Background: an optimization exercise with open tools, aiming at small area, a short achievable clock period and few clock cycles per item. Do not read the settings as production practice.
The RTL was checked by simulation tests, not by an equivalence proof against the original design.
Power figures rest on the tool's default switching activity, not on a simulated workload.

### config.mk
export PLATFORM = sky130hd
export DESIGN_NAME = formant_peak_picker
export DESIGN_NICKNAME = formant_peak_picker
export VERILOG_FILES = /design/flow/design.v
export SDC_FILE = /design/flow/constraint.sdc
export NUM_CORES = 4
export LEC_CHECK = 0
export CAP_MARGIN = 20
export CORE_MARGIN = 2
export CORE_UTILIZATION = 65
export PLACE_DENSITY = 0.75
export SETUP_SLACK_MARGIN = 4.0
export SLEW_MARGIN = 20
### constraint.sdc
create_clock -name core_clock -period 6.5 [get_ports {i_clk}]
set_input_delay 1.3000 -clock core_clock [delete_from_list [all_inputs] [get_ports {i_clk}]]
set_output_delay 1.3000 -clock core_clock [all_outputs]
set_load 0.01 [all_outputs]
### design.v
`timescale 1ns / 1ps
package fpp_pkg;
    localparam int AMP_W   = 16;
    localparam int FD_W    = AMP_W + 1;
    localparam int SD_W    = AMP_W + 2;
    localparam int U_W     = AMP_W + 3;
    localparam int POS_W   = 11;           
    localparam int COUNT_W = 5;
    localparam int SLOT_W  = 4;
    localparam int START_W   = 20;
    localparam int STEP_W    = 16;
    localparam int MAX_W     = 5;
    localparam int CFG_W     = 20;
    localparam int CFG_IDX_W = 2;
    localparam int FREQ_W    = 27;
    localparam logic [START_W-1:0] RST_FREQ_START  = START_W'(0);
    localparam logic [STEP_W-1:0]  RST_FREQ_STEP   = STEP_W'(16);
    localparam logic [MAX_W-1:0]   RST_MAX_FORMANT = MAX_W'(10);
    localparam logic [CFG_IDX_W-1:0] CFG_FREQ_START   = 2'd0;
    localparam logic [CFG_IDX_W-1:0] CFG_FREQ_STEP    = 2'd1;
    localparam logic [CFG_IDX_W-1:0] CFG_MAX_FORMANTS = 2'd2;
endpackage
`timescale 1ns / 1ps
import fpp_pkg::*;
module fpp_detect (
    input  logic             i_clk,
    input  logic             i_rst_n,
    input  logic             i_valid,
    input  logic [AMP_W-1:0] i_amplitude,
    input  logic             i_last_bin,
    output logic             o_valid,
    output logic             o_lt,         
    output logic             o_gt,         
    output logic             o_last_bin
);
    logic [AMP_W-1:0]       r_prev_amp;
    logic signed [FD_W-1:0] fd;
    assign fd = $signed({1'b0, i_amplitude}) - $signed({1'b0, r_prev_amp});
    always_ff @(posedge i_clk) begin
        if (i_valid) begin
            r_prev_amp <= i_amplitude;
        end
    end
    logic                   r_valid;
    logic signed [FD_W-1:0] r_fd;
    logic                   r_last;
    logic signed [FD_W-1:0] r_prev_fd;
    logic signed [U_W-1:0]  r_u;
    logic signed [U_W-1:0]  fd_w;
    always_ff @(posedge i_clk) begin
        if (!i_rst_n) begin
            r_valid <= 1'b0;
        end else begin
            r_valid <= i_valid;
        end
    end
    always_ff @(posedge i_clk) begin
        r_fd   <= fd;
        r_last <= i_last_bin;
    end
    assign fd_w = {{(U_W-FD_W){r_fd[FD_W-1]}}, r_fd};
    always_ff @(posedge i_clk) begin
        if (r_valid) begin
            r_prev_fd <= r_fd;
            r_u       <= (fd_w <<< 1) - {{(U_W-FD_W){r_prev_fd[FD_W-1]}}, r_prev_fd};
        end
    end
    assign o_valid    = r_valid;
    assign o_lt       = fd_w < r_u;
    assign o_gt       = fd_w > r_u;
    assign o_last_bin = r_last;
endmodule
`timescale 1ns / 1ps
import fpp_pkg::*;
module formant_peak_picker (
    input  logic                 i_clk,
    input  logic                 i_rst_n,
    input  logic                 i_cfg_we,
    input  logic [CFG_IDX_W-1:0] i_cfg_index,
    input  logic [CFG_W-1:0]     i_cfg_data,
    input  logic                 i_in_valid,
    output logic                 o_in_stall,
    input  logic [AMP_W-1:0]     i_amplitude,
    input  logic                 i_last_bin,
    output logic                 o_out_valid,
    input  logic                 i_out_stall,
    output logic [FREQ_W-1:0]    o_formant_frequency,
    output logic [SLOT_W-1:0]    o_formant_slot,
    output logic                 o_overflow
);
    localparam int QN = 3;
    logic [START_W-1:0] r_freq_start;
    logic [STEP_W-1:0]  r_freq_step;
    logic [MAX_W-1:0]   r_limit;         
    always_ff @(posedge i_clk) begin
        if (!i_rst_n) begin
            r_freq_start <= RST_FREQ_START;
            r_freq_step  <= RST_FREQ_STEP;
            r_limit      <= RST_MAX_FORMANT;
        end else if (i_cfg_we) begin
            case (i_cfg_index)
                CFG_FREQ_START:   r_freq_start <= START_W'(i_cfg_data);
                CFG_FREQ_STEP:    r_freq_step  <= STEP_W'(i_cfg_data);
                CFG_MAX_FORMANTS: r_limit      <= (MAX_W'(i_cfg_data) > MAX_W'(16)) ?
                                                  MAX_W'(16) : MAX_W'(i_cfg_data);
                default: begin
                end
            endcase
        end
    end
    logic               r_stall;
    logic               in_accept;
    assign in_accept = i_in_valid && !r_stall;
    logic d_valid, d_lt, d_gt, d_last;
    fpp_detect u_detect (
        .i_clk       (i_clk),
        .i_rst_n     (i_rst_n),
        .i_valid     (in_accept),
        .i_amplitude (i_amplitude),
        .i_last_bin  (i_last_bin),
        .o_valid     (d_valid),
        .o_lt        (d_lt),
        .o_gt        (d_gt),
        .o_last_bin  (d_last)
    );
    logic [2:0]         r_q [QN];
    logic [QN-1:0]      r_qv;
    logic [QN-1:0]      qv_pop;
    logic [QN-1:0]      q_wr;
    logic               go;
    logic               pop;
    logic               r_out_valid;
    assign go     = !(r_out_valid && i_out_stall);
    assign pop    = go && r_qv[0];
    assign qv_pop = pop ? {1'b0, r_qv[QN-1:1]} : r_qv;
    assign q_wr   = {QN{d_valid}} & ~qv_pop & {qv_pop[QN-2:0], 1'b1};
    always_ff @(posedge i_clk) begin
        for (int i = 0; i < QN; i++) begin
            if (q_wr[i]) begin
                r_q[i] <= {d_lt, d_gt, d_last};
            end else if (pop && i < QN - 1) begin
                r_q[i] <= r_q[i+1];
            end
        end
    end
    always_ff @(posedge i_clk) begin
        if (!i_rst_n) begin
            r_qv    <= '0;
            r_stall <= 1'b0;
        end else begin
            r_qv    <= qv_pop | q_wr;
            r_stall <= qv_pop[2] || (qv_pop[1] && (in_accept || d_valid)) ||
                       (qv_pop[0] && in_accept && d_valid);
        end
    end
    logic [POS_W-1:0]   r_pos;
    logic               r_falling;
    logic [COUNT_W-1:0] r_count;
    logic [FREQ_W-1:0]  r_freq;
    logic [SLOT_W-1:0]  r_slot;
    logic               r_ovf;
    logic               h_lt, h_gt, h_last;
    logic               active, ge3, lt4, room, peak;
    assign {h_lt, h_gt, h_last} = r_q[0];
    assign active = !r_pos[POS_W-1];
    assign ge3    = r_pos >= POS_W'(3);
    assign lt4    = r_pos < POS_W'(4);
    assign room   = r_count < COUNT_W'(r_limit);
    assign peak   = active && ge3 && h_gt && r_falling;
    always_ff @(posedge i_clk) begin
        if (!i_rst_n) begin
            r_pos       <= '0;
            r_falling   <= 1'b0;
            r_count     <= '0;
            r_out_valid <= 1'b0;
        end else begin
            if (go) begin
                r_out_valid <= pop && peak;
            end
            if (pop) begin
                if (active) begin
                    r_pos <= r_pos + POS_W'(1);
                    if (ge3) begin
                        if (h_lt) begin
                            r_falling <= 1'b1;
                        end else if (h_gt) begin
                            r_falling <= 1'b0;
                        end
                    end
                    if (peak && room) begin
                        r_count <= r_count + COUNT_W'(1);
                    end
                end
                if (h_last) begin
                    r_pos     <= '0;
                    r_falling <= 1'b0;
                    r_count   <= '0;
                end
            end
        end
    end
    logic [STEP_W:0]          lo_sum;
    logic [FREQ_W-STEP_W-1:0] hi_inc;
    logic [FREQ_W-1:0]        freq_add;
    assign lo_sum   = {1'b0, r_freq[STEP_W-1:0]} + {1'b0, r_freq_step};
    assign hi_inc   = r_freq[FREQ_W-1:STEP_W] + 1'b1;
    assign freq_add = {lo_sum[STEP_W] ? hi_inc : r_freq[FREQ_W-1:STEP_W], lo_sum[STEP_W-1:0]};
    always_ff @(posedge i_clk) begin
        if (pop) begin
            if (!room) begin
                r_freq <= '0;
            end else if (lt4) begin
                r_freq <= FREQ_W'(r_freq_start);
            end else begin
                r_freq <= freq_add;
            end
            if (peak) begin
                r_slot <= room ? SLOT_W'(r_count) : '0;
                r_ovf  <= !room;
            end
        end
    end
    assign o_in_stall          = r_stall;
    assign o_out_valid         = r_out_valid;
    assign o_formant_frequency = r_freq;
    assign o_formant_slot      = r_slot;
    assign o_overflow          = r_ovf;
endmodule
### run.sh
#!/bin/bash
# synth_recipe.tcl (not shown) runs the flow's synth.tcl, then flattens the netlist and writes it again
# the make line also repeats each setting of config.mk as NAME=value (left out here)
make -C /OpenROAD-flow-scripts/flow DESIGN_CONFIG=/design/flow/config.mk WORK_HOME=/design/flow/orfs CLKGATE_MAP_FILE= SYNTH_SCRIPT=/design/flow/synth_recipe.tcl finish
==> PnR_summary.wiki, run 1 <==
{| class="wikitable"
! Metric !! Value
|-
| Status || complete, no violations
|-
| Per-instance average area after synthesis || 10.1 um2
|-
| Number of antenna violations at the first check in global routing || 0
|-
| Gr ovfl total || 0
|-
| Arrival time of data at the critical path endpoint || 3.08 ns
|-
| Worst-skew pair later-pin latency || between 0.4 and 0.5 ns
|-
| Final wirelength || 21500 um
|-
| Number of search-and-repair iterations in the first detailed-routing pass || 5
|-
| Area of the core || 13800 um2
|-
| Clock share of power || 34.0%
|-
| Vias after detailed routing || 7302
|-
| Adder-Cell Fraction of Synth Area || 10.9%
|-
| Critical path, cell by cell || buf_8 > ha_4 > nor2b_4 > o31a_1 > o21ai_2 > a21oi_2 > o41a_1 > o41ai_2 > xnor2_1
|-
| Horiz. Die Dim || 123 um
|-
| Starting Density || 66.5%
|-
| Clock-pin slew on the worst setup and hold paths || 0.06 ns
|-
| Number of register bits inferred by synthesis || 175
|-
| Number of cells in the finished layout apart from fillers || 1241
|-
| Largest voltage drop on the vdd net || 0.000190 V
|-
| Top delay family on crit path || compound AO/OA/AOI/OAI gates
|-
| Clock Tree Root || sky130_fd_sc_hd__clkbuf_16
|-
| Sequential cell fraction of total power || a little over two fifths
|-
| # DRC || 0
|-
| Fraction of synthesized cell area taken by the top area cell type || 30.4%
|-
| Final period demand of the worst path || 2.73 ns
|-
| Die boundary height || 123 um
|-
| Clock tree from TritonCTS || yes
|-
| Final clock skew || 0.0119 ns
|-
| Detail-routed net length per standard cell || 17.3 um
|-
| Inst Count DP || 1153
|-
| Longest individual stage delay on the worst path || between 0.3 and 0.4 ns
|-
| Inserted Diodes || 0
|-
| Total CTS buffers || 17
|-
| Sequential element share of the synthesized area || 48.2%
|-
| Buffer depth of the longest clock path || 2
|-
| Main synth FF type || sky130_fd_sc_hd__edfxtp_1
|-
| Largest driver fanout on the critical path || 3
|-
| Detailed-placement wirelength estimate || 13700 um
|-
| Critical Path Slowest Stage Cell || sky130_fd_sc_hd__o41a_1
|-
| Multiplexer share of the synthesized area || 0.953%
|-
| Asr flop ratio synth || 0%
|-
| Number of levels in the clock H-tree || 4
|-
| Iteration-0 DRC count of the detailed router || 480
|-
| Number of I/O pins || between 70 and 80
|-
| Max-Cap Viols || 0
|-
| Setup Crit Path Kind || input port to flop
|-
| Proportion of layout cells with a drive suffix above 1 || 16.0%
|-
| Unrepaired setup endpoints after global routing || yes
|-
| Number of antenna-violating nets in the routed design || 0
|-
| Maximum number of pins on one net before global-route repair || 43
|-
| Synth Area in XOR/XNOR || 4.86%
|-
| Compound-cell area share of the yosys netlist || 16.2%
|-
| Type of origin of the critical path || input port
|-
| All-Layer GR Usage || 28.6%
|-
| Area share of and/or/nand/nor cells after synthesis || around 15%
|-
| Relative slew margins || a little under half
|-
| Total of fill cells in the finished design || 757
|-
| Number of warnings printed during yosys synthesis || 3
|-
| Number of sinks handled by clock tree synthesis || 175
|-
| Unique cell type count in the Yosys netlist || ~70
|-
| Final hold violation count || 0
|-
| PwrDens || roughly 270 nW/um2
|-
| Upper clock frequency limit || 367 MHz
|-
| Largest family of logic cells by synthesized area || compound AO/OA/AOI/OAI gates
|-
| Final total negative setup slack || 0 ns
|-
| IO buf count || 77
|-
| Period utilisation layout || 41.9%
|-
| Setup violations, final || 0
|-
| Area leader, netlist || sky130_fd_sc_hd__edfxtp_1
|-
| Count of buffer and inverter cells on the critical path || 1
|-
| Combinational share of power || a little under a quarter
|-
| Nature of the critical path endpoint || flop
|-
| Final number of max-transition violations || 0
|-
| Worst Path Required || 6.86 ns
|-
| Row count || 43
|-
| Via count of the first global-routing pass || 7114
|-
| Placed standard-cell area || 10200 um2
|-
| DIE AREA || around 15000 um2
|-
| Area of all placed cells without fillers || 11600 um2
|-
| Routed via count divided by cell count || 5.88
|-
| Leakage power of the design || 4.75 nW
|-
| Synthesized instance count || 911
|-
| First-pass GRT wire length || 33800 um
|-
| Commonest cells after routing, fill and taps aside || 117 x sky130_fd_sc_hd__nand2_1, 93 x sky130_fd_sc_hd__edfxtp_1, 80 x sky130_fd_sc_hd__dfxtp_1
|-
| Internal power || 0.00228 W
|-
| Final-stage net count || 1170
|-
| Measured slew at the worst slew-check pin || 0.784 ns
|-
| Post-synth EDFFs || 93
|-
| Post-synth net total || 1033
|-
| NetSw || 0.000858 W
|-
| Most common cell after layout, fill and taps aside || sky130_fd_sc_hd__nand2_1
|-
| Weighted congestion reported at the end of routability-driven placement || a little under 0.9
|-
| Fraction of power spent switching nets || 27.4%
|-
| Hold Slack || 0.466 ns
|-
| Summed instance area of the synthesized netlist || 9190 um2
|-
| Top area cells in the synthesized netlist || sky130_fd_sc_hd__edfxtp_1 30%, sky130_fd_sc_hd__dfxtp_1 18%, sky130_fd_sc_hd__ha_1 10%
|-
| Post-synthesis to final-layout area growth || 26.1%
|-
| Min-delay worst type || flop to flop
|}
## logic make-up (layout without fill, tap and decap cells)
logic type      after synthesis  after routing
simple gates                285            285
compound gates              216            217
flops                       175            175
buf+inv                      98            247
fa+ha+maj                    78             78
xor+xnor                     51             51
mux                           8              8
## layer usage
layer  share of wire [%]  vias to the layer above  global-route usage, %  wire (um)
li1                    -                     3526                      -          -
met1                  41                     3489                   34.0       8790
met2                  52                      246                   52.9      11200
met3                 5.2                       41                   4.52       1120
met4                 1.8                        0                   8.84        379
met5                   0                        -                      0          0
## worst register-to-register path: cells and delay by family (launching register included)
| kind | cells | cell delay [ns] |
|---|---|---|
| AND/OR/NAND/NOR | 2 | 0.31 |
| AO/OA/AOI/OAI | 5 | 0.97 |
| flip-flops | 1 | 0.42 |
| adder cells (fa/ha/maj) | 2 | 0.62 |
## per-stage QoR
stage          setup WS, ns  util (%)  total power (W)
3_3_place_gp           2.71      74.0          0.00193
6_report               3.77      83.8          0.00313
3_5_place_dp           2.61      74.0          0.00197
2_1_floorplan          3.49         -          0.00180
5_1_grt                3.73      83.8          0.00326
4_1_cts                3.63      82.3          0.00308
## timing repair
item	CTS	global route
buffers inserted	36	18
gates cloned	2	0
hold buffers	0	0
pin swaps	46	25
resized for setup	101	27
endpoints found under the setup margin	131	55
## sequential cells by signal (all words and copies together) (netlist names), 3 cells and up
register,flops
r_count,5
r_freq,27
r_freq_start,20
r_freq_step,16
r_limit,5
r_pos,11
r_q,9
r_qv,3
r_slot,4
u_detect.r_fd,17
u_detect.r_prev_amp,16
u_detect.r_prev_fd,17
u_detect.r_u,19
## worst paths after layout
path                                 startpoint                            end  slack, ns  cells past startpoint
setup / recovery                 i_amplitude[1]      u_detect.r_fd[13]$_DFF_P_       3.77                      9
setup reg to reg        r_freq[0]$_SDFFCE_PP0P_       r_freq[21]$_SDFFCE_PN0P_       3.93                      9
hold / removal    r_freq_start[17]$_SDFFE_PN0P_  r_freq_start[17]$_SDFFE_PN0P_       0.47                      2
hold reg to reg   r_freq_start[17]$_SDFFE_PN0P_  r_freq_start[17]$_SDFFE_PN0P_       0.47                      2
## synthesized netlist by cell type, types with 4 or more instances
cell type / instances
sky130_fd_sc_hd__ha_1: 75
sky130_fd_sc_hd__edfxtp_1: 93
sky130_fd_sc_hd__inv_1: 76
sky130_fd_sc_hd__nor4_1: 4
sky130_fd_sc_hd__xnor2_1: 26
sky130_fd_sc_hd__o21a_1: 8
sky130_fd_sc_hd__a31oi_1: 5
sky130_fd_sc_hd__nand4_1: 15
sky130_fd_sc_hd__nor2b_1: 19
sky130_fd_sc_hd__nor3_1: 13
sky130_fd_sc_hd__nand3_1: 14
sky130_fd_sc_hd__nor3b_1: 4
sky130_fd_sc_hd__a311oi_1: 4
sky130_fd_sc_hd__mux2_2: 6
sky130_fd_sc_hd__a211oi_1: 11
sky130_fd_sc_hd__a21oi_1: 60
sky130_fd_sc_hd__and3_1: 6
sky130_fd_sc_hd__nor2_1: 54
sky130_fd_sc_hd__a21o_1: 26
sky130_fd_sc_hd__nand2_1: 117
sky130_fd_sc_hd__clkbuf_1: 17
sky130_fd_sc_hd__and2_1: 9
sky130_fd_sc_hd__a21boi_0: 40
sky130_fd_sc_hd__o211ai_1: 6
sky130_fd_sc_hd__dfxtp_1: 82
sky130_fd_sc_hd__nand2b_1: 11
sky130_fd_sc_hd__xor2_1: 25
sky130_fd_sc_hd__o21ai_0: 20
## power by group through the flow
stage | clock network [W] | registers [W] | logic [W]
2_1_floorplan | 0 | 0.00135 | 0.000455
3_3_place_gp | 0 | 0.00136 | 0.000575
3_5_place_dp | 0 | 0.00136 | 0.000612
4_1_cts | 0.00107 | 0.00134 | 0.000668
5_1_grt | 0.00112 | 0.00134 | 0.000802
6_report | 0.00107 | 0.00134 | 0.000731
## layout make-up
class / count / area [um2] / share of cell area (%)
Timing Repair Buffer: 137 / 1200 / 10.4
Timing Repair inverter: 1 / 5.00 / 0.0432
Sequential cell: 175 / 4440 / 38.3
Clock buffer: 21 / 450 / 3.89
Multi-Input combinational cell: 639 / 4800 / 41.4
Tap cell: 180 / 225 / 1.94
Inverter: 77 / 300 / 2.59
Clock inverter: 11 / 165 / 1.42
Testbench counts, summed over its fixed seeds: cycles 32,783, bins 32,768.
==> inputs of run 2 (changes only) <==
--- a/config.mk
+++ b/config.mk
@@ -5,6 +5,7 @@
 export SDC_FILE = /design/flow/constraint.sdc
 export NUM_CORES = 4
 export LEC_CHECK = 0
+export ABC_AREA = 1
 export CAP_MARGIN = 20
 export CORE_MARGIN = 2
 export CORE_UTILIZATION = 65
==> PnR_summary.wiki, run 2 <==
{| class="wikitable"
! Metric !! Value
|-
| Status || complete, no violations
|-
| Final clock skew || 0.0111 ns (-0.000833 ns)
|-
| Clock tree from TritonCTS || yes
|-
| # DRC || 0 (unchanged)
|-
| Post-synth net total || 1268 (+23%)
|-
| Hold Slack || 0.438 ns (-0.0281 ns)
|-
| Final-stage net count || 1382 (+18%)
|-
| Final wirelength || 23400 um (+8.8%)
|-
| Worst-skew pair later-pin latency || 0.44 ns (about the same)
|-
| Min-delay worst type || flop to flop
|-
| Largest driver fanout on the critical path || 6 (+3)
|-
| Number of antenna-violating nets in the routed design || 0 (unchanged)
|-
| Most flops, register || r_freq
|-
| Detailed-placement wirelength estimate || 16200 um (+19%)
|-
| Registers with the highest flip-flop counts || r_freq (27), r_freq_start (20), u_detect.r_u (19)
|-
| Via count of the first global-routing pass || 7784 (+9.4%)
|-
| All-Layer GR Usage || 29.2% (+0.54 points)
|-
| Setup violations, final || 0 (unchanged)
|-
| Inst Count DP || 1393 (+21%)
|-
| Leakage power of the design || 5.44 nW (+15%)
|-
| Top area cells in the synthesized netlist || sky130_fd_sc_hd__edfxtp_1 29%, sky130_fd_sc_hd__dfxtp_1 17%, sky130_fd_sc_hd__ha_1 9.7%
|-
| Capturing point of the worst reg2reg path || r_freq[17]$_SDFFCE_PP0P_
|-
| Routed via count divided by cell count || 5.61 (-4.6%)
|-
| Unique cell type count in the Yosys netlist || 49 (-29%)
|-
| Internal reg-to-reg setup slack || 4.17 ns (+0.24 ns)
|-
| Most common cell after layout, fill and taps aside || sky130_fd_sc_hd__nand2_1
|-
| Period utilisation layout || 38.5% (-3.5 points)
|-
| Maximum number of pins on one net before global-route repair || 41 (-4.7%)
|-
| Startpoint of the worst register-to-register path || r_freq[0]$_SDFFCE_PP0P_
|-
| Synth top cells by count || 208 x sky130_fd_sc_hd__nand2_1, 151 x sky130_fd_sc_hd__inv_1, 140 x sky130_fd_sc_hd__nor2_1
|-
| Number of hold-repair buffers added at the cts stage || 0 (unchanged)
|-
| Number of warnings printed during yosys synthesis || 3 (unchanged)
|-
| Number of cells in the finished layout apart from fillers || 1457 (+17%)
|-
| Final total negative setup slack || 0 ns (unchanged)
|-
| Final standard cell utilization of the core || 80.6% (-3.2 points)
|-
| Clock-pin slew on the worst setup and hold paths || 0.07 ns (about the same)
|-
| Final number of max-transition violations || 0 (unchanged)
|-
| Row count || 44 (+2.3%)
|-
| Starting Density || 66.5% (about the same)
|-
| Measured slew at the worst slew-check pin || 0.615 ns (-0.168 ns)
|-
| Weighted congestion reported at the end of routability-driven placement || 0.920 (+5.7%)
|-
| Commonest cells after routing, fill and taps aside || 205 x sky130_fd_sc_hd__nand2_1, 147 x sky130_fd_sc_hd__inv_1, 135 x sky130_fd_sc_hd__nor2_1
|-
| Number of flip-flops under the largest register name || 27 (unchanged)
|-
| Post-synthesis to final-layout area growth || 21.2%
|-
| Nature of the critical path endpoint || flop
|-
| Proportion of layout cells with a drive suffix above 1 || 11.8% (-4.2 points)
|-
| First-pass GRT wire length || 36700 um (+8.8%)
|-
| Area of the core || 14500 um2 (+4.7%)
|-
| Clock Tree Root || sky130_fd_sc_hd__clkbuf_16
|-
| Horiz. Die Dim || 126 um (+2.3%)
|-
| HP Start || u_detect.r_last$_DFF_P_
|-
| Sequential element share of the synthesized area || 46.0% (-2.2 points)
|-
| Per-instance average area after synthesis || 8.40 um2 (-17%)
|-
| Worst Path Required || 6.87 ns (about the same)
|-
| Total CTS buffers || 17 (unchanged)
|-
| Upper clock frequency limit || 400 MHz (+9.0%)
|-
| Fraction of synthesized cell area taken by the top area cell type || 29.0% (-1.4 points)
|-
| Number of register bits inferred by synthesis || 175 (unchanged)
|-
| Iteration-0 DRC count of the detailed router || 713 (+49%)
|-
| Number of levels in the clock H-tree || 4 (unchanged)
|-
| Post-synth EDFFs || 93 (unchanged)
|-
| Inserted Diodes || 0 (unchanged)
|-
| Detail-routed net length per standard cell || 16.1 um (-7.3%)
|-
| Gr ovfl total || 0 (unchanged)
|-
| Leading cell type by number of instances after synthesis || sky130_fd_sc_hd__nand2_1
|-
| Summed instance area of the synthesized netlist || 9630 um2 (+4.8%)
|-
| Number of stages on the worst hold path || 0 (-2)
|-
| Number of search-and-repair iterations in the first detailed-routing pass || 5 (unchanged)
|-
| Setup Crit Path Kind || input port to flop
|-
| Unrepaired setup endpoints after global routing || yes
|-
| Number of sinks handled by clock tree synthesis || 175 (unchanged)
|-
| Die boundary height || 126 um (+2.3%)
|-
| Asr flop ratio synth || 0% (unchanged)
|-
| Number of antenna violations at the first check in global routing || 0 (unchanged)
|-
| DIE AREA || 15800 um2 (+4.6%)
|-
| Vias after detailed routing || 8176 (+12%)
|-
| Relative slew margins || 59.0% (+11 points)
|-
| Max-Cap Viols || 0 (unchanged)
|-
| Final hold violation count || 0 (unchanged)
|-
| Largest voltage drop on the vdd net || 0.000300 V (+58%)
|-
| Main synth FF type || sky130_fd_sc_hd__edfxtp_1
|-
| Type of origin of the critical path || input port
|-
| Area leader, netlist || sky130_fd_sc_hd__edfxtp_1
|-
| IO buf count || 77 (unchanged)
|-
| WHS Endpoint || r_q[2][0]$_DFFE_PP_
|-
| Synthesized instance count || 1146 (+26%)
|-
| Number of I/O pins || 78 (unchanged)
|-
| Final period demand of the worst path || 2.50 ns (-0.226 ns)
|-
| Buffer depth of the longest clock path || 2 (unchanged)
|-
| PwrDens || 264 nW/um2 (-2.5%)
|-
| R2R depth || 10 (+1)
|-
| Arrival time of data at the critical path endpoint || 2.87 ns (-0.21 ns)
|}
[run 2: cell types whose count changed after synthesis, moves of 10 or more]
cell / before / now
sky130_fd_sc_hd__a21boi_0: 40 / 0
sky130_fd_sc_hd__a21o_1: 26 / 7
sky130_fd_sc_hd__a21oi_1: 60 / 95
sky130_fd_sc_hd__inv_1: 76 / 151
sky130_fd_sc_hd__inv_2: 1 / 11
sky130_fd_sc_hd__nand2_1: 117 / 208
sky130_fd_sc_hd__nand2b_1: 11 / 0
sky130_fd_sc_hd__nand3_1: 14 / 58
sky130_fd_sc_hd__nor2_1: 54 / 140
sky130_fd_sc_hd__nor2b_1: 19 / 0
sky130_fd_sc_hd__o21ai_0: 20 / 75
sky130_fd_sc_hd__o21ai_1: 3 / 14
sky130_fd_sc_hd__xnor2_1: 26 / 15
[run 2: cell type report]
class / instances / area [um2]
Sequential cell: 175 / 4430
Timing Repair inverter: 2 / 12.5
Fill cell: 976 / 2810
Tap cell: 184 / 230
Multi-Input combinational cell: 793 / 4800
Clock inverter: 14 / 153
Inverter: 163 / 631
Clock buffer: 18 / 429
Timing Repair Buffer: 108 / 983
[run 2: repair_timing]
action,4_1_cts,5_1_grt
buffers inserted,14,15
endpoints found under the setup margin,134,77
pin swaps,7,6
gates cloned,1,2
resized for setup,72,25
[run 2: through the flow]
stage,total power (W),cell area (um2),setup slack [ns]
3_5_place_dp,0.00202,10600,2.77
4_1_cts,0.00306,11500,3.89
2_1_floorplan,0.00183,9670,3.89
3_3_place_gp,0.00201,10600,2.86
5_1_grt,0.00323,11700,3.89
6_report,0.00308,11700,4.00
[run 2: worst max path at each step]
stage                              start  cells after the start                       endpoint  slack (ns)
after global routing      i_cfg_index[1]                      5        r_limit[2]$_SDFFE_PN0P_        3.89
final                     i_cfg_index[1]                      5        r_limit[2]$_SDFFE_PN0P_        4.00
after global placement          i_cfg_we                      6   r_freq_start[9]$_SDFFE_PN0P_        2.86
after floorplan           i_amplitude[0]                      9      u_detect.r_fd[10]$_DFF_P_        3.89
after detailed placement  i_cfg_index[0]                      7  r_freq_start[10]$_SDFFE_PN0P_        2.77
after CTS                       i_cfg_we                      6   r_freq_start[5]$_SDFFE_PN0P_        3.89
[run 2: kinds of logic (layout without fill, tap and decap cells)]
logic type | Yosys count | after routing | synth area share, %
compound gates | 225 | 225 | 13.1
xor+xnor | 34 | 34 | 3.09
fa+ha+maj | 78 | 78 | 10.4
buf+inv | 179 | 305 | 7.12
flops | 175 | 175 | 46.0
simple gates | 455 | 456 | 20.3
[run 2: per-layer routing]
layer	GRT usage, %	vias up	routed length [um]
li1	-	4066	-
met1	35.4	3798	9580
met2	51.3	264	11900
met3	5.27	48	1210
met4	12.2	0	716
met5	0	-	0
[run 2: power breakdown]
group          switching [W]  leakage [nW]  internal (W)
clock               0.000456         0.284      0.000572
combinational       0.000432          3.60      0.000281
sequential         0.0000570          1.56       0.00128
total               0.000945          5.44       0.00213
[run 2: worst max-delay path, cell delays in order]
cell and delay (ns):
sky130_fd_sc_hd__clkdlybuf4s50_1 0.72, sky130_fd_sc_hd__nand3_1 0.30, sky130_fd_sc_hd__nor2_1 0.33, sky130_fd_sc_hd__nand2_1 0.10, sky130_fd_sc_hd__a21oi_1 0.12
==> inputs of run 3 (changes only) <==
--- a/config.mk
+++ b/config.mk
@@ -10,5 +10,5 @@
 export CORE_MARGIN = 2
 export CORE_UTILIZATION = 65
 export PLACE_DENSITY = 0.75
-export SETUP_SLACK_MARGIN = 4.0
+export SETUP_SLACK_MARGIN = 4.25
 export SLEW_MARGIN = 20
==> PnR_summary.wiki, run 3 <==
{| class="wikitable"
! Metric !! Value
|-
| Most repeated library cell on the critical path || sky130_fd_sc_hd__nand2_1
|-
| Post-synth net total || 1268 (unchanged)
|-
| Final period demand of the worst path || 2.35 ns (-0.154 ns)
|-
| Critical path, cell by cell || buf_8 > inv_8 > ha_4 > fa_2 > o21ai_4 > a21boi_4 > o21ai_2 > nand2_1 > nand2_1 > nand2_1 > nand2_1
|-
| Main synth FF type || sky130_fd_sc_hd__edfxtp_1
|-
| Post-synth EDFFs || 93 (unchanged)
|-
| Number of I/O pins || 78 (unchanged)
|-
| Commonest cells after routing, fill and taps aside || 192 x sky130_fd_sc_hd__nand2_1, 143 x sky130_fd_sc_hd__inv_1, 124 x sky130_fd_sc_hd__nor2_1
|-
| Final number of max-transition violations || 0 (unchanged)
|-
| Internal reg-to-reg setup slack || 4.29 ns (+0.12 ns)
|-
| Buffer depth of the longest clock path || 2 (unchanged)
|-
| Registers with the highest flip-flop counts || r_freq (27), r_freq_start (20), u_detect.r_u (19)
|-
| Worst Path Required || 6.88 ns (about the same)
|-
| Gr ovfl total || 0 (unchanged)
|-
| Final-stage net count || 1421 (+2.8%)
|-
| Number of stages on the worst hold path || 0 (unchanged)
|-
| Clock-pin slew on the worst setup and hold paths || 0.07 ns (about the same)
|-
| Row count || 44 (unchanged)
|-
| Synth top cells by count || 208 x sky130_fd_sc_hd__nand2_1, 151 x sky130_fd_sc_hd__inv_1, 140 x sky130_fd_sc_hd__nor2_1
|-
| Relative slew margins || 63.9% (+4.9 points)
|-
| Critical Path Slowest Stage Cell || sky130_fd_sc_hd__fa_2
|-
| Unrepaired setup endpoints after global routing || yes
|-
| Most flops, register || r_freq
|-
| Maximum number of pins on one net before global-route repair || 41 (unchanged)
|-
| Proportion of layout cells with a drive suffix above 1 || 21.5% (+9.7 points)
|-
| R2R depth || 11 (+1)
|-
| Number of register bits inferred by synthesis || 175 (unchanged)
|-
| Leakage power of the design || 5.61 nW (+3.1%)
|-
| Horiz. Die Dim || 126 um (unchanged)
|-
| IO buf count || 77 (unchanged)
|-
| Period utilisation layout || 36.1% (-2.4 points)
|-
| Total CTS buffers || 17 (unchanged)
|-
| Top area cells in the synthesized netlist || sky130_fd_sc_hd__edfxtp_1 29%, sky130_fd_sc_hd__dfxtp_1 17%, sky130_fd_sc_hd__ha_1 9.7%
|-
| Most common cell after layout, fill and taps aside || sky130_fd_sc_hd__nand2_1
|-
| Number of warnings printed during yosys synthesis || 3 (unchanged)
|-
| All-Layer GR Usage || 31.1% (+2.0 points)
|-
| Summed instance area of the synthesized netlist || 9630 um2 (unchanged)
|-
| Per-instance average area after synthesis || 8.40 um2 (unchanged)
|-
| HP Start || u_detect.r_last$_DFF_P_
|-
| Number of sinks handled by clock tree synthesis || 175 (unchanged)
|-
| Area occupied by registers || 4440 um2 (+0.11%)
|-
| PwrDens || 258 nW/um2 (-2.0%)
|-
| Capturing point of the worst reg2reg path || r_freq[24]$_SDFFCE_PN0P_
|-
| Starting Density || 66.5% (unchanged)
|-
| First-pass GRT wire length || 39500 um (+7.5%)
|-
| Arrival time of data at the critical path endpoint || 2.73 ns (-0.14 ns)
|-
| Detailed-placement wirelength estimate || 16300 um (+0.67%)
|-
| Final wirelength || 25500 um (+9.1%)
|-
| Inserted Diodes || 0 (unchanged)
|-
| Weighted congestion reported at the end of routability-driven placement || 0.917 (-0.25%)
|-
| Routed via count divided by cell count || 5.75 (+2.5%)
|-
| Number of antenna-violating nets in the routed design || 0 (unchanged)
|-
| Total of fill cells in the finished design || 858 (-12%)
|-
| Vias after detailed routing || 8602 (+5.2%)
|-
| Type of origin of the critical path || input port
|-
| Synthesized instance count || 1146 (unchanged)
|-
| Area of the core || 14500 um2 (unchanged)
|-
| Measured slew at the worst slew-check pin || 0.540 ns (-0.0751 ns)
|-
| Post-synthesis to final-layout area growth || 26.5%
|-
| Area of combinational cells with multiple inputs || 5130 um2 (+6.9%)
|-
| Status || complete, no violations
|-
| Clock Tree Root || sky130_fd_sc_hd__clkbuf_16
|-
| Longest individual stage delay on the worst path || 0.36 ns (-0.36 ns)
|-
| Worst-skew pair later-pin latency || 0.43 ns (about the same)
|-
| Largest driver fanout on the critical path || 3 (-3)
|-
| Startpoint of the worst register-to-register path || r_freq[0]$_SDFFCE_PP0P_
|-
| Final total negative setup slack || 0 ns (unchanged)
|-
| Fraction of synthesized cell area taken by the top area cell type || 29.0% (unchanged)
|-
| Via count of the first global-routing pass || 8224 (+5.7%)
|-
| Clock tree from TritonCTS || yes
|-
| Setup violations, final || 0 (unchanged)
|-
| DIE AREA || 15800 um2 (unchanged)
|-
| Sequential element share of the synthesized area || 46.0% (unchanged)
|-
| Min-delay worst type || flop to flop
|-
| Final Worst Setup Slack || 4.15 ns (+0.154 ns)
|-
| # DRC || 0 (unchanged)
|-
| Number of flip-flops under the largest register name || 27 (unchanged)
|-
| Largest voltage drop on the vdd net || 0.000236 V (-21%)
|-
| Number of antenna violations at the first check in global routing || 0 (unchanged)
|-
| Number of levels in the clock H-tree || 4 (unchanged)
|-
| Number of search-and-repair iterations in the first detailed-routing pass || 7 (+2)
|-
| Leading cell type by number of instances after synthesis || sky130_fd_sc_hd__nand2_1
|-
| Area leader, netlist || sky130_fd_sc_hd__edfxtp_1
|-
| Asr flop ratio synth || 0% (unchanged)
|-
| Unique cell type count in the Yosys netlist || 49 (unchanged)
|-
| Upper clock frequency limit || 426 MHz (+6.6%)
|-
| Final clock skew || 0.00967 ns (-0.00140 ns)
|-
| Max-Cap Viols || 0 (unchanged)
|-
| WHS Endpoint || r_q[2][0]$_DFFE_PP_
|-
| Iteration-0 DRC count of the detailed router || 826 (+16%)
|-
| Detail-routed net length per standard cell || 17.1 um (+6.2%)
|-
| Setup Crit Path Kind || input port to flop
|-
| Final hold violation count || 0 (unchanged)
|-
| Dpl ws || 2.93 ns (+0.161 ns)
|-
| Die boundary height || 126 um (unchanged)
|-
| Nature of the critical path endpoint || flop
|}
## run 3: cell count changes in the layout (fill, tap and decap cells not counted), sizes merged, moves of 2 or more
cell / delta
buf: +76
dlygate4sd2: -30
clkdlybuf4s50: -6
dlymetal6s2s: -5
clkbuf: +3
clkdlybuf4s15: +2
clkinv: +2
## run 3: cell families after synthesis
| kind of cell | share of synthesized area (%) |
|---|---|
| compound gates | 13.1 |
| xor+xnor | 3.09 |
| fa+ha+maj | 10.4 |
| buf+inv | 7.12 |
| flops | 46.0 |
| simple gates | 20.3 |
## run 3: worst max path at each step
| stage | from | endpoint | slack, ns | cells past startpoint |
|---|---|---|---|---|
| floorplan | i_amplitude[0] | u_detect.r_fd[10]$_DFF_P_ | 3.89 | 9 |
| global placement | i_rst_n | r_limit[3]$_SDFFE_PN1P_ | 2.98 | 3 |
| detailed placement | i_cfg_we | r_freq_step[13]$_SDFFE_PN0P_ | 2.93 | 6 |
| CTS | r_freq[4]$_SDFFCE_PP0P_ | o_formant_frequency[4] | 4.18 | 1 |
| global route | i_amplitude[0] | u_detect.r_fd[10]$_DFF_P_ | 4.08 | 11 |
| finish | i_amplitude[0] | u_detect.r_fd[10]$_DFF_P_ | 4.15 | 11 |
## run 3: power breakdown
part           internal (W)  total (W)  switching [W]  leakage (nW)
Sequential          0.00128    0.00134      0.0000595          1.56
Combinational      0.000316   0.000796       0.000480          3.76
Clock              0.000557    0.00101       0.000455         0.288
## run 3: worst max-delay path: cells and delay by family
family | cells | cell delay, ns
compound gates | 3 | 0.46
buf+inv | 2 | 0.12
fa+ha+maj | 2 | 0.51
simple gates | 4 | 0.32
## run 3: layer usage
layer	part of all wire (%)	vias up	track usage, %
li1	-	4141	-
met1	39	4025	37.2
met2	52	371	56.1
met3	5.3	65	5.14
met4	3.7	0	12.2
met5	0	-	0
## run 3: cell type report
cell class	instances	area share [%]
clock buffer	18	3.70
clock inverter	14	1.06
multi-input combinational	792	42.1
timing repair buffer	147	9.35
sequential	175	36.5
inverter	163	5.24
tap	184	1.89
timing repair inverter	3	0.185
## run 3: repair_timing
action / 4_1_cts / 5_1_grt
buffers inserted: 54 / 13
hold buffers: 0 / 0
setup endpoints to repair: 177 / 121
pin swaps: 27 / 44
gates resized for setup: 218 / 73
cloned: 4 / 0
## run 3: through the flow
stage	cell area [um2]	cells	hold WS [ns]	total power (W)	util, %
after detailed placement	10800	1393	0.421	0.00204	74.4
after global placement	10800	1393	0.414	0.00202	74.4
after CTS	11800	1483	0.437	0.00309	81.8
final	12200	1496	0.436	0.00315	84.1
after global routing	12200	1496	0.450	0.00329	84.1
after floorplan	9830	1146	0.408	0.00184	-
==> inputs of run 4 (changes only) <==
==> flow/run.sh (new file) <==
#!/bin/bash
# Standard layout (the standard.sh), with the port buffers made as buf_1
# cells. The make output goes to standard.log; each tool's log is under orfs/logs.
export BUFFER_PORTS_ARGS="-buffer_cell sky130_fd_sc_hd__buf_1"
bash standard.sh > standard.log 2>&1
==> standard.sh (new file) <==
#!/bin/bash
# synth_recipe.tcl (not shown) runs the flow's synth.tcl, then flattens the netlist and writes it again
# the make line also repeats each setting of config.mk as NAME=value (left out here)
make -C /OpenROAD-flow-scripts/flow DESIGN_CONFIG=/design/flow/config.mk WORK_HOME=/design/flow/orfs CLKGATE_MAP_FILE= SYNTH_SCRIPT=/design/flow/synth_recipe.tcl "${@:-finish}"
removed: run.sh
==> PnR_summary.wiki, run 4 <==
{| class="wikitable"
! Metric !! Value
|-
| Status || complete, no violations
|-
| Number of I/O pins || 78 (unchanged)
|-
| Nature of the critical path endpoint || flop
|-
| Row count || 44 (unchanged)
|-
| Summed instance area of the synthesized netlist || 9630 um2 (unchanged)
|-
| # DRC || 0 (unchanged)
|-
| Area leader, netlist || sky130_fd_sc_hd__edfxtp_1
|-
| Internal power || 0.00208 W (-3.3%)
|-
| Number of antenna violations at the first check in global routing || 0 (unchanged)
|-
| Via count of the first global-routing pass || 7658 (-6.9%)
|-
| Starting Density || 66.5% (unchanged)
|-
| Period utilisation layout || 37.0% (+0.94 points)
|-
| Total of fill cells in the finished design || 1043 (+22%)
|-
| Proportion of layout cells with a drive suffix above 1 || 15.4% (-6.1 points)
|-
| Die boundary height || 126 um (unchanged)
|-
| Routed via count divided by cell count || 5.55 (-3.5%)
|-
| Post-synthesis to final-layout area growth || 18.1%
|-
| Buffer depth of the longest clock path || 2 (unchanged)
|-
| Sequential element share of the synthesized area || 46.0% (unchanged)
|-
| HP Start || u_detect.r_last$_DFF_P_
|-
| Number of hold-repair buffers added at the cts stage || 0 (unchanged)
|-
| Min-delay worst type || flop to flop
|-
| Final period demand of the worst path || 2.41 ns (+0.0612 ns)
|-
| PwrDens || 264 nW/um2 (+2.1%)
|-
| Combinational share of power || 23.4% (-1.9 points)
|-
| Leakage power of the design || 5.26 nW (-6.2%)
|-
| Number of search-and-repair iterations in the first detailed-routing pass || 5 (-2)
|-
| Post-synth EDFFs || 93 (unchanged)
|-
| Number of cells in the finished layout apart from fillers || 1476 (-1.3%)
|-
| Clock tree from TritonCTS || yes
|-
| Per-instance average area after synthesis || 8.40 um2 (unchanged)
|-
| Final total negative setup slack || 0 ns (unchanged)
|-
| Final hold violation count || 0 (unchanged)
|-
| First-pass GRT wire length || 36200 um (-8.2%)
|-
| Top area cells in the synthesized netlist || sky130_fd_sc_hd__edfxtp_1 29%, sky130_fd_sc_hd__dfxtp_1 17%, sky130_fd_sc_hd__ha_1 9.7%
|-
| Post-synth net total || 1268 (unchanged)
|-
| Detailed-placement wirelength estimate || 15800 um (-3.1%)
|-
| Maximum number of pins on one net before global-route repair || 41 (unchanged)
|-
| Startpoint of the worst register-to-register path || r_freq[17]$_SDFFCE_PP0P_
|-
| Synthesized instance count || 1146 (unchanged)
|-
| Measured slew at the worst slew-check pin || 0.921 ns (+0.381 ns)
|-
| Sequential cell fraction of total power || 44.7% (+2.1 points)
|-
| Final wirelength || 22900 um (-10%)
|-
| Setup violations, final || 0 (unchanged)
|-
| Weighted congestion reported at the end of routability-driven placement || 0.949 (+3.4%)
|-
| Final number of max-transition violations || 0 (unchanged)
|-
| Number of flip-flops under the largest register name || 27 (unchanged)
|-
| IO buf count || 77 (unchanged)
|-
| Final-stage net count || 1401 (-1.4%)
|-
| Worst Path Required || 6.86 ns (-0.02 ns)
|-
| Asr flop ratio synth || 0% (unchanged)
|-
| NetSw || 0.000917 W (-7.8%)
|-
| Largest driver fanout on the critical path || 4 (+1)
|-
| Synth top cells by count || 208 x sky130_fd_sc_hd__nand2_1, 151 x sky130_fd_sc_hd__inv_1, 140 x sky130_fd_sc_hd__nor2_1
|-
| Number of antenna-violating nets in the routed design || 0 (unchanged)
|-
| Upper clock frequency limit || 415 MHz (-2.5%)
|-
| DIE AREA || 15800 um2 (unchanged)
|-
| Number of stages on the worst hold path || 0 (unchanged)
|-
| Max-Cap Viols || 0 (unchanged)
|-
| Vias after detailed routing || 8188 (-4.8%)
|-
| Clock-pin slew on the worst setup and hold paths || 0.07 ns (about the same)
|-
| Unique cell type count in the Yosys netlist || 49 (unchanged)
|-
| Fraction of synthesized cell area taken by the top area cell type || 29.0% (unchanged)
|-
| Inst Count DP || 1394 (+0.072%)
|-
| Type of origin of the critical path || input port
|-
| Inserted Diodes || 0 (unchanged)
|-
| Area of the core || 14500 um2 (unchanged)
|-
| Most common cell after layout, fill and taps aside || sky130_fd_sc_hd__nand2_1
|-
| Main synth FF type || sky130_fd_sc_hd__edfxtp_1
|-
| Iteration-0 DRC count of the detailed router || 586 (-29%)
|-
| R2R depth || 11 (unchanged)
|-
| Clock Tree Root || sky130_fd_sc_hd__clkbuf_16
|-
| Leading cell type by number of instances after synthesis || sky130_fd_sc_hd__nand2_1
|-
| Number of register bits inferred by synthesis || 175 (unchanged)
|-
| Largest voltage drop on the vdd net || 0.000188 V (-21%)
|-
| Relative slew margins || 38.5% (-25 points)
|-
| Arrival time of data at the critical path endpoint || 2.77 ns (+0.04 ns)
|-
| Horiz. Die Dim || 126 um (unchanged)
|-
| Placed standard-cell area || 10300 um2 (-4.4%)
|-
| Worst-skew pair later-pin latency || 0.43 ns (about the same)
|-
| Number of levels in the clock H-tree || 4 (unchanged)
|-
| Total CTS buffers || 17 (unchanged)
|-
| Registers with the highest flip-flop counts || r_freq (27), r_freq_start (20), u_detect.r_u (19)
|-
| Most flops, register || r_freq
|-
| Commonest cells after routing, fill and taps aside || 202 x sky130_fd_sc_hd__nand2_1, 145 x sky130_fd_sc_hd__inv_1, 136 x sky130_fd_sc_hd__nor2_1
|-
| WHS Endpoint || r_q[2][0]$_DFFE_PP_
|-
| Gr ovfl total || 0 (unchanged)
|-
| Internal reg-to-reg setup slack || 4.32 ns (+0.03 ns)
|-
| Final clock skew || 0.00889 ns (-0.000783 ns)
|-
| Unrepaired setup endpoints after global routing || yes
|-
| Capturing point of the worst reg2reg path || r_freq[26]$_SDFFCE_PN0P_
|-
| Fraction of power spent switching nets || 30.6% (-1.0 points)
|-
| Setup Crit Path Kind || input port to flop
|-
| Detail-routed net length per standard cell || 15.5 um (-9.0%)
|-
| Area of all placed cells without fillers || 11400 um2 (-6.6%)
|-
| Clock share of power || 31.9% (-0.2 points)
|-
| All-Layer GR Usage || 28.6% (-2.5 points)
|-
| Number of sinks handled by clock tree synthesis || 175 (unchanged)
|-
| Number of warnings printed during yosys synthesis || 3 (unchanged)
|}
[run 4: cell count changes in the layout (fill, tap and decap cells not counted), sizes merged]
cell / change
clkdlybuf4s50: -23
inv: -5
clkbuf: +30
clkinv: -1
buf: -6
dlygate4sd2: -8
clkinvlp: -1
bufinv: -1
clkdlybuf4s15: -2
dlymetal6s2s: -3
[run 4: stage by stage]
step                      hold slack, ns  util, %  setup slack [ns]  total power, W
after floorplan                    0.408        -              3.89         0.00184
after global placement             0.452     71.1              3.39         0.00200
after detailed placement           0.457     71.1              3.34         0.00202
after CTS                          0.471     76.7              4.19         0.00298
after global routing               0.485     78.5              3.98         0.00315
final                              0.464     78.5              4.09         0.00300
[run 4: area by class of cell]
class                   count  area, um2  area share (%)
multi-input cells         792       4770            41.9
repair inverters            2       15.0           0.132
clock inverters             7       52.6           0.462
clock buffers              25        497            4.37
flip-flops and latches    175       4440            39.0
well taps                 184        230            2.02
repair buffers            128        731            6.43
inverters                 163        638            5.61
[run 4: how the worst max path moves through the flow]
stage,end,from,slack [ns],cells after the start
floorplan,u_detect.r_fd[10]$_DFF_P_,i_amplitude[0],3.89,9
finish,u_detect.r_fd[14]$_DFF_P_,i_amplitude[3],4.09,9
global route,u_detect.r_fd[14]$_DFF_P_,i_amplitude[3],3.98,9
detailed placement,r_freq_step[9]$_SDFFE_PN0P_,i_cfg_we,3.34,6
CTS,o_formant_frequency[4],r_freq[4]$_SDFFCE_PP0P_,4.19,1
global placement,r_freq_step[15]$_SDFFE_PN0P_,i_cfg_we,3.39,6
[run 4: logic make-up after synthesis]
| group | share of synthesized area [%] |
|---|---|
| compound gates | 13.1 |
| xor+xnor | 3.09 |
| fa+ha+maj | 10.4 |
| buf+inv | 7.12 |
| flops | 46.0 |
| simple gates | 20.3 |
[run 4: critical path, stage by stage]
cell and delay, ns:
sky130_fd_sc_hd__buf_1 0.10, sky130_fd_sc_hd__ha_1 0.38, sky130_fd_sc_hd__a21oi_2 0.21, sky130_fd_sc_hd__o21ai_4 0.09, sky130_fd_sc_hd__buf_4 0.14, sky130_fd_sc_hd__nand3_2 0.06, sky130_fd_sc_hd__nand3_2 0.09, sky130_fd_sc_hd__a21oi_1 0.22
sky130_fd_sc_hd__xor2_1 0.19
[run 4: per-layer routing]
| metal | up-vias | part of all wire [%] | GRT usage [%] |
|---|---|---|---|
| met5 | - | 0 | 0 |
| met4 | 0 | 3.0 | 10.7 |
| met1 | 3772 | 42 | 36.0 |
| met3 | 49 | 5.0 | 5.40 |
| li1 | 4098 | - | - |
| met2 | 269 | 50 | 49.4 |
[run 4: what timing repair did]
action | CTS | global route
gates cloned | 0 | 2
pin swaps | 6 | 6
endpoints found under the hold margin | 0 | 0
gates resized for setup | 13 | 52
setup endpoints to repair | 70 | 80
setup buffers | 29 | 19
[run 4: power groups by stage]
stage | logic [W] | registers, W | clock network, W
2_1_floorplan | 0.000495 | 0.00134 | 0
3_3_place_gp | 0.000632 | 0.00136 | 0
3_5_place_dp | 0.000650 | 0.00137 | 0
4_1_cts | 0.000674 | 0.00134 | 0.000966
5_1_grt | 0.000795 | 0.00135 | 0.00101
6_report | 0.000701 | 0.00134 | 0.000958
==> inputs of run 5 (changes only) <==
--- a/design.v
+++ b/design.v
@@ -67,7 +67,7 @@
     end
     assign o_valid    = r_valid;
     assign o_lt       = fd_w < r_u;
-    assign o_gt       = fd_w > r_u;
+    assign o_gt       = !o_lt && (fd_w != r_u);
     assign o_last_bin = r_last;
 endmodule
 `timescale 1ns / 1ps
--- a/config.mk
+++ b/config.mk
@@ -9,6 +9,8 @@
 export CAP_MARGIN = 20
 export CORE_MARGIN = 2
 export CORE_UTILIZATION = 65
+export CTS_CLUSTER_DIAMETER = 100
+export CTS_CLUSTER_SIZE = 40
 export PLACE_DENSITY = 0.75
-export SETUP_SLACK_MARGIN = 4.25
+export SETUP_SLACK_MARGIN = 4.0
 export SLEW_MARGIN = 20
==> PnR_summary.wiki, run 5 <==
{| class="wikitable"
! Metric !! Value
|-
| Horiz. Die Dim || 126 um (+0.23%)
|-
| Iteration-0 DRC count of the detailed router || 539 (-8.0%)
|-
| Type of origin of the critical path || input port
|-
| Registers with the highest flip-flop counts || r_freq (27), r_freq_start (20), u_detect.r_u (19)
|-
| Final hold violation count || 0 (unchanged)
|-
| Nature of the critical path endpoint || flop
|-
| Starting Density || 66.6% (about the same)
|-
| Combinational share of power || 21.7% (-1.7 points)
|-
| Row count || 44 (unchanged)
|-
| Routing usage on met2 || 47.9% (-1.5 points)
|-
| Clock Tree Root || sky130_fd_sc_hd__clkbuf_16
|-
| Relative slew margins || 51.6% (+13 points)
|-
| Number of antenna-violating nets in the routed design || 0 (unchanged)
|-
| Final wirelength || 20800 um (-9.2%)
|-
| Final number of max-transition violations || 0 (unchanged)
|-
| Gr ovfl total || 0 (unchanged)
|-
| Die boundary height || 126 um (+0.23%)
|-
| Unique cell type count in the Yosys netlist || 50 (+2.0%)
|-
| Clock share of power || 33.5% (+1.6 points)
|-
| Buffer depth of the longest clock path || 2 (unchanged)
|-
| Total CTS buffers || 17 (unchanged)
|-
| Min-delay worst type || flop to flop
|-
| Leading cell type by number of instances after synthesis || sky130_fd_sc_hd__nand2_1
|-
| Status || complete, no violations
|-
| Number of hold-repair buffers added at the cts stage || 0 (unchanged)
|-
| Largest voltage drop on the vdd net || 0.000194 V (+3.1%)
|-
| Period utilisation layout || 37.2% (+0.18 points)
|-
| All-Layer GR Usage || 27.5% (-1.2 points)
|-
| Global routing's busiest layer || met2
|-
| Fraction of synthesized cell area taken by the top area cell type || 28.9% (-0.13 points)
|-
| Final clock skew || 0.00998 ns (+0.00109 ns)
|-
| Met3 GRT Util || 4.55% (-0.85 points)
|-
| Area of the core || 14500 um2 (+0.38%)
|-
| Setup violations, final || 0 (unchanged)
|-
| Main synth FF type || sky130_fd_sc_hd__edfxtp_1
|-
| Number of search-and-repair iterations in the first detailed-routing pass || 5 (unchanged)
|-
| Upper clock frequency limit || 413 MHz (-0.48%)
|-
| NetSw || 0.000887 W (-3.2%)
|-
| Number of antenna violations at the first check in global routing || 0 (unchanged)
|-
| Worst Path Required || 6.83 ns (-0.03 ns)
|-
| Critical path, cell by cell || buf_2 > inv_8 > ha_4 > fa_2 > o21ai_4 > a21boi_2 > o21ai_2 > nand2_1 > nand3_1 > nand2_1
|-
| Internal power || 0.00209 W (+0.32%)
|-
| WHS Endpoint || r_q[2][0]$_DFFE_PP_
|-
| Max-Cap Viols || 0 (unchanged)
|-
| Final total negative setup slack || 0 ns (unchanged)
|-
| Internal reg-to-reg setup slack || 4.19 ns (-0.13 ns)
|-
| Number of warnings printed during yosys synthesis || 3 (unchanged)
|-
| Weighted congestion reported at the end of routability-driven placement || 0.909 (-4.1%)
|-
| Most common cell after layout, fill and taps aside || sky130_fd_sc_hd__nand2_1
|-
| Per-instance average area after synthesis || 8.44 um2 (+0.47%)
|-
| Worst-skew pair later-pin latency || 0.44 ns (about the same)
|-
| HP Start || u_detect.r_last$_DFF_P_
|-
| Setup Crit Path Kind || input port to flop
|-
| Post-synthesis to final-layout area growth || 11.4%
|-
| Sequential element share of the synthesized area || 45.8% (-0.21 points)
|-
| R2R depth || 10 (-1)
|-
| Most flops, register || r_freq
|-
| Area of combinational cells with multiple inputs || 4600 um2 (-3.5%)
|-
| Number of register bits inferred by synthesis || 175 (unchanged)
|-
| Longest individual stage delay on the worst path || 0.42 ns (+0.04 ns)
|-
| # DRC || 0 (unchanged)
|-
| Number of flip-flops under the largest register name || 27 (unchanged)
|-
| Largest driver fanout on the critical path || 3 (-1)
|-
| Total of fill cells in the finished design || 1175 (+13%)
|-
| Sequential cell fraction of total power || 44.9% (+0.2 points)
|-
| Proportion of layout cells with a drive suffix above 1 || 7.56% (-7.8 points)
|-
| Startpoint of the worst register-to-register path || r_freq[0]$_SDFFCE_PP0P_
|-
| Synth top cells by count || 232 x sky130_fd_sc_hd__nand2_1, 150 x sky130_fd_sc_hd__inv_1, 107 x sky130_fd_sc_hd__a21oi_1
|-
| Final Worst Setup Slack || 4.08 ns (-0.0116 ns)
|-
| Area occupied by registers || 4430 um2 (-0.14%)
|-
| Unrepaired setup endpoints after global routing || no
|-
| Hold Slack || 0.438 ns (-0.0253 ns)
|-
| Number of sinks handled by clock tree synthesis || 175 (unchanged)
|-
| Capturing point of the worst reg2reg path || r_freq[22]$_SDFFCE_PN0P_
|-
| Synthesized instance count || 1146 (unchanged)
|-
| Number of stages on the worst hold path || 0 (unchanged)
|-
| Arrival time of data at the critical path endpoint || 2.75 ns (-0.02 ns)
|-
| PwrDens || 276 nW/um2 (+4.7%)
|-
| Asr flop ratio synth || 0% (unchanged)
|-
| Critical Path Slowest Stage Cell || sky130_fd_sc_hd__fa_2
|-
| Maximum number of pins on one net before global-route repair || 38 (-7.3%)
|-
| Number of levels in the clock H-tree || 4 (unchanged)
|-
| Global routing usage on met1 || 35.4% (-0.57 points)
|-
| IO buf count || 77 (unchanged)
|-
| Final-stage net count || 1352 (-3.5%)
|-
| Most repeated library cell on the critical path || sky130_fd_sc_hd__nand2_1
|-
| Area leader, netlist || sky130_fd_sc_hd__edfxtp_1
|-
| Routed via count divided by cell count || 5.48 (-1.3%)
|-
| Clock tree from TritonCTS || yes
|-
| Final period demand of the worst path || 2.42 ns (+0.0116 ns)
|-
| Summed instance area of the synthesized netlist || 9680 um2 (+0.47%)
|-
| Dpl ws || 3.39 ns (+0.0497 ns)
|-
| Via count of the first global-routing pass || 7299 (-4.7%)
|-
| Top area cells in the synthesized netlist || sky130_fd_sc_hd__edfxtp_1 29%, sky130_fd_sc_hd__dfxtp_1 17%, sky130_fd_sc_hd__ha_1 9.7%
|-
| Leakage power of the design || 4.91 nW (-6.6%)
|-
| First-pass GRT wire length || 34900 um (-3.7%)
|-
| Clock-pin slew on the worst setup and hold paths || 0.07 ns (about the same)
|-
| Fraction of power spent switching nets || 29.8% (-0.76 points)
|-
| Detail-routed net length per standard cell || 14.6 um (-6.0%)
|-
| Post-synth EDFFs || 93 (unchanged)
|-
| DIE AREA || 15900 um2 (+0.45%)
|-
| Number of I/O pins || 78 (unchanged)
|-
| Inserted Diodes || 0 (unchanged)
|-
| Measured slew at the worst slew-check pin || 0.724 ns (-0.197 ns)
|-
| Commonest cells after routing, fill and taps aside || 232 x sky130_fd_sc_hd__nand2_1, 147 x sky130_fd_sc_hd__inv_1, 106 x sky130_fd_sc_hd__a21oi_1
|-
| Detailed-placement wirelength estimate || 15800 um (-0.29%)
|-
| Post-synth net total || 1268 (unchanged)
|-
| Vias after detailed routing || 7813 (-4.6%)
|-
| Post-CTS setup buffer count || 0 (-100%)
|}
run 5: how the worst max path moves through the flow:
stage	from	endpoint	slack, ns	cells after the start
3_3_place_gp	i_cfg_index[0]	r_freq_start[12]$_SDFFE_PN0P_	3.47	5
6_report	i_amplitude[0]	u_detect.r_fd[10]$_DFF_P_	4.08	10
3_5_place_dp	i_cfg_index[0]	r_freq_start[11]$_SDFFE_PN0P_	3.39	5
5_1_grt	i_amplitude[0]	u_detect.r_fd[10]$_DFF_P_	4.01	10
2_1_floorplan	i_amplitude[0]	u_detect.r_fd[10]$_DFF_P_	3.89	9
4_1_cts	i_amplitude[0]	u_detect.r_fd[10]$_DFF_P_	4.04	10
run 5: timing repair:
action	in CTS	in global routing
pin swaps	0	1
endpoints found under the setup margin	21	14
resized for setup	3	3
run 5: logic make-up (layout without fill, tap and decap cells):
kind of cell               Yosys count  count (layout)  share of synthesized area, %
buffers and inverters              181             278                          7.11
AOI/OAI and AO/OA                  231             231                          13.6
xor gates and xnor gates            33              33                          2.99
and+or+nand+nor                    448             448                          20.1
adders and majority gates           78              78                          10.3
DFF                                175             175                          45.8
run 5: worst max-delay path, delay by kind of cell:
kind	cells	cell delay [ns]
adder cells (fa/ha/maj)	2	0.59
AND/OR/NAND/NOR	3	0.23
AO/OA/AOI/OAI	3	0.45
buffers and inverters	2	0.18
run 5: power groups by stage:
| stage | registers (W) | logic, W | clock network (W) |
|---|---|---|---|
| floorplan | 0.00134 | 0.000483 | 0 |
| global placement | 0.00136 | 0.000625 | 0 |
| detailed placement | 0.00136 | 0.000637 | 0 |
| CTS | 0.00133 | 0.000646 | 0.00100 |
| global route | 0.00134 | 0.000742 | 0.00105 |
| finish | 0.00134 | 0.000646 | 0.000996 |
run 5: per-stage QoR:
| stage | instance area [um2] | utilization (%) | instances | power [W] |
|---|---|---|---|---|
| 5_1_grt | 10800 | 74.2 | 1427 | 0.00313 |
| 3_5_place_dp | 10200 | 70.1 | 1395 | 0.00200 |
| 6_report | 10800 | 74.2 | 1427 | 0.00298 |
| 4_1_cts | 10800 | 74.1 | 1427 | 0.00298 |
| 3_3_place_gp | 10200 | 70.1 | 1395 | 0.00198 |
| 2_1_floorplan | 9710 | - | 1146 | 0.00183 |
run 5: cell type report:
class | count | share of cell area (%)
clock buffer | 21 | 4.18
clock inverter | 11 | 1.07
inverter | 166 | 5.93
multi-input combinational | 790 | 42.7
sequential | 175 | 41.1
tap | 184 | 2.14
timing repair buffer | 80 | 2.90
run 5: routing by layer:
metal  vias up  part of all wire (%)
met3        33                   4.2
met1      3582                    44
met5         -                     0
li1       3997                     -
met4         0                   1.7
met2       201                    50
Testbench counts of run 5, summed over its fixed seeds: cycles 32,783, bins 32,768.
==> inputs of run 6 (changes only) <==
--- a/config.mk
+++ b/config.mk
@@ -8,9 +8,9 @@
 export ABC_AREA = 1
 export CAP_MARGIN = 20
 export CORE_MARGIN = 2
-export CORE_UTILIZATION = 65
-export CTS_CLUSTER_DIAMETER = 100
-export CTS_CLUSTER_SIZE = 40
-export PLACE_DENSITY = 0.75
+export CORE_UTILIZATION = 75
+export CTS_CLUSTER_DIAMETER = 80
+export CTS_CLUSTER_SIZE = 30
+export PLACE_DENSITY = 0.85
 export SETUP_SLACK_MARGIN = 4.0
 export SLEW_MARGIN = 20
==> PnR_summary.wiki, run 6 <==
{| class="wikitable"
! Metric !! Value
|-
| Met3 GRT Util || 6.15% (+1.6 points)
|-
| Unique cell type count in the Yosys netlist || 50 (unchanged)
|-
| Number of I/O pins || 78 (unchanged)
|-
| Post-synth net total || 1268 (unchanged)
|-
| Via count of the first global-routing pass || 7848 (+7.5%)
|-
| Final wirelength || 22400 um (+7.5%)
|-
| Most repeated library cell on the critical path || sky130_fd_sc_hd__nand2_1
|-
| Buffer depth of the longest clock path || 2 (unchanged)
|-
| Final-stage net count || 1357 (+0.37%)
|-
| Final total negative setup slack || 0 ns (unchanged)
|-
| Clock Tree Root || sky130_fd_sc_hd__clkbuf_16
|-
| Largest driver fanout on the critical path || 3 (unchanged)
|-
| Routed via count divided by cell count || 5.73 (+4.6%)
|-
| R2R depth || 10 (unchanged)
|-
| Leading cell type by number of instances after synthesis || sky130_fd_sc_hd__nand2_1
|-
| Number of stages on the worst hold path || 0 (unchanged)
|-
| Synthesized instance count || 1146 (unchanged)
|-
| Summed instance area of the synthesized netlist || 9680 um2 (unchanged)
|-
| Area leader, netlist || sky130_fd_sc_hd__edfxtp_1
|-
| Internal power || 0.00212 W (+1.4%)
|-
| Final number of max-transition violations || 0 (unchanged)
|-
| Global routing's busiest layer || met2
|-
| Clock share of power || 33.7% (+0.2 points)
|-
| Sequential element share of the synthesized area || 45.8% (unchanged)
|-
| Commonest cells after routing, fill and taps aside || 232 x sky130_fd_sc_hd__nand2_1, 147 x sky130_fd_sc_hd__inv_1, 106 x sky130_fd_sc_hd__a21oi_1
|-
| DIE AREA || 13800 um2 (-13%)
|-
| Combinational share of power || 22.0% (+0.3 points)
|-
| Relative slew margins || 54.5% (+2.9 points)
|-
| Worst Path Required || 6.88 ns (+0.05 ns)
|-
| NetSw || 0.000904 W (+1.8%)
|-
| Iteration-0 DRC count of the detailed router || 752 (+40%)
|-
| Nature of the critical path endpoint || flop
|-
| Number of antenna violations at the first check in global routing || 0 (unchanged)
|-
| Weighted congestion reported at the end of routability-driven placement || 0.925 (+1.7%)
|-
| Horiz. Die Dim || 118 um (-6.7%)
|-
| First-pass GRT wire length || 36500 um (+4.6%)
|-
| Post-synth EDFFs || 93 (unchanged)
|-
| Clock-pin slew on the worst setup and hold paths || 0.07 ns (about the same)
|-
| Vias after detailed routing || 8132 (+4.1%)
|-
| Post-synthesis to final-layout area growth || 12.1%
|-
| Startpoint of the worst register-to-register path || r_freq[0]$_SDFFCE_PP0P_
|-
| Number of flip-flops under the largest register name || 27 (unchanged)
|-
| Fraction of power spent switching nets || 29.9% (+0.082 points)
|-
| Detailed-placement wirelength estimate || 15900 um (+0.67%)
|-
| Upper clock frequency limit || 411 MHz (-0.54%)
|-
| Status || complete, no violations
|-
| Global routing usage on met1 || 40.1% (+4.7 points)
|-
| Top delay family on crit path || adder cells
|-
| Internal reg-to-reg setup slack || 4.18 ns (about the same)
|-
| Final period demand of the worst path || 2.43 ns (+0.0131 ns)
|-
| Die boundary height || 118 um (-6.7%)
|-
| Area occupied by registers || 4430 um2 (unchanged)
|-
| Setup Crit Path Kind || input port to flop
|-
| Total CTS buffers || 17 (unchanged)
|-
| Sequential cell fraction of total power || 44.3% (-0.6 points)
|-
| Most common cell after layout, fill and taps aside || sky130_fd_sc_hd__nand2_1
|-
| HP Start || u_detect.r_last$_DFF_P_
|-
| Inserted Diodes || 0 (unchanged)
|-
| Largest voltage drop on the vdd net || 0.000217 V (+12%)
|-
| IO buf count || 77 (unchanged)
|-
| Asr flop ratio synth || 0% (unchanged)
|-
| Number of warnings printed during yosys synthesis || 3 (unchanged)
|-
| Main synth FF type || sky130_fd_sc_hd__edfxtp_1
|-
| Number of register bits inferred by synthesis || 175 (unchanged)
|-
| Area of combinational cells with multiple inputs || 4600 um2 (about the same)
|-
| Min-delay worst type || flop to flop
|-
| Measured slew at the worst slew-check pin || 0.681 ns (-0.0432 ns)
|-
| Most flops, register || r_freq
|-
| Routing usage on met2 || 56.0% (+8.0 points)
|-
| Critical path, cell by cell || buf_2 > inv_8 > ha_4 > fa_2 > o21ai_4 > a21boi_2 > o21ai_2 > nand2_1 > nand2_1 > nand2_1 > nand2_1
|-
| Critical Path Slowest Stage Cell || sky130_fd_sc_hd__fa_2
|}
-- run 6: logic make-up after synthesis --
| kind of cell | after synthesis | share of synthesized area (%) |
|---|---|---|
| xor gates and xnor gates | 33 | 2.99 |
| buffers and inverters | 181 | 7.11 |
| DFF | 175 | 45.8 |
| AOI/OAI and AO/OA | 231 | 13.6 |
| adders and majority gates | 78 | 10.3 |
| and+or+nand+nor | 448 | 20.1 |
-- run 6: timing repair --
| item | in CTS | in global routing |
|---|---|---|
| setup endpoints to repair | 47 | 22 |
| gates resized for setup | 5 | 5 |
| buffers inserted | 0 | 6 |
| hold buffers | 0 | 0 |
| pin swaps | 0 | 0 |
-- run 6: through the flow --
stage	std cells	area [um2]	hold WS, ns	power [W]	util (%)
after floorplan	1146	9710	0.408	0.00183	-
after global placement	1382	10200	0.413	0.00197	80.6
after detailed placement	1382	10200	0.438	0.00200	80.6
after CTS	1414	10800	0.454	0.00301	85.4
after global routing	1420	10800	0.486	0.00316	85.9
final	1420	10800	0.445	0.00302	85.9
-- run 6: per-layer routing --
| metal | routed length (um) | share of wire [%] |
|---|---|---|
| met4 | 1040 | 4.6 |
| met2 | 10900 | 49 |
| met1 | 9010 | 40 |
| met5 | 0 | 0 |
| met3 | 1420 | 6.3 |
-- run 6: worst max-delay path by stage --
stage,start,endpoint,slack (ns),cells after the start
2_1_floorplan,i_amplitude[0],u_detect.r_fd[10]$_DFF_P_,3.89,9
3_3_place_gp,i_rst_n,r_stall$_SDFF_PN0_,3.00,4
3_5_place_dp,i_rst_n,r_stall$_SDFF_PN0_,2.88,4
4_1_cts,i_amplitude[0],u_detect.r_fd[10]$_DFF_P_,4.04,10
5_1_grt,i_cfg_we,r_freq_start[5]$_SDFFE_PN0P_,3.99,6
6_report,i_amplitude[0],u_detect.r_fd[10]$_DFF_P_,4.07,11
-- run 6: power by group through the flow --
stage               clock network (W)  logic (W)  registers [W]
floorplan                           0   0.000483        0.00134
global placement                    0   0.000617        0.00136
detailed placement                  0   0.000639        0.00136
CTS                           0.00102   0.000655        0.00134
global route                  0.00107   0.000749        0.00135
finish                        0.00102   0.000665        0.00134
-- run 6: layout make-up --
cell class | count | area share (%)
inverters | 166 | 5.91
flip-flops and latches | 175 | 40.9
well taps | 172 | 1.98
multi-input cells | 790 | 42.4
clock buffers | 25 | 4.81
clock inverters | 7 | 0.669
repair buffers | 85 | 3.30

Check on run 6: ideal ports give 4.067 ns setup slack; a clkbuf_16 on the clock port and buf_2 on the inputs give 4.085 ns; moving port delays by the midpoint clock arrival (0.470 ns) as well gives 3.616 ns.
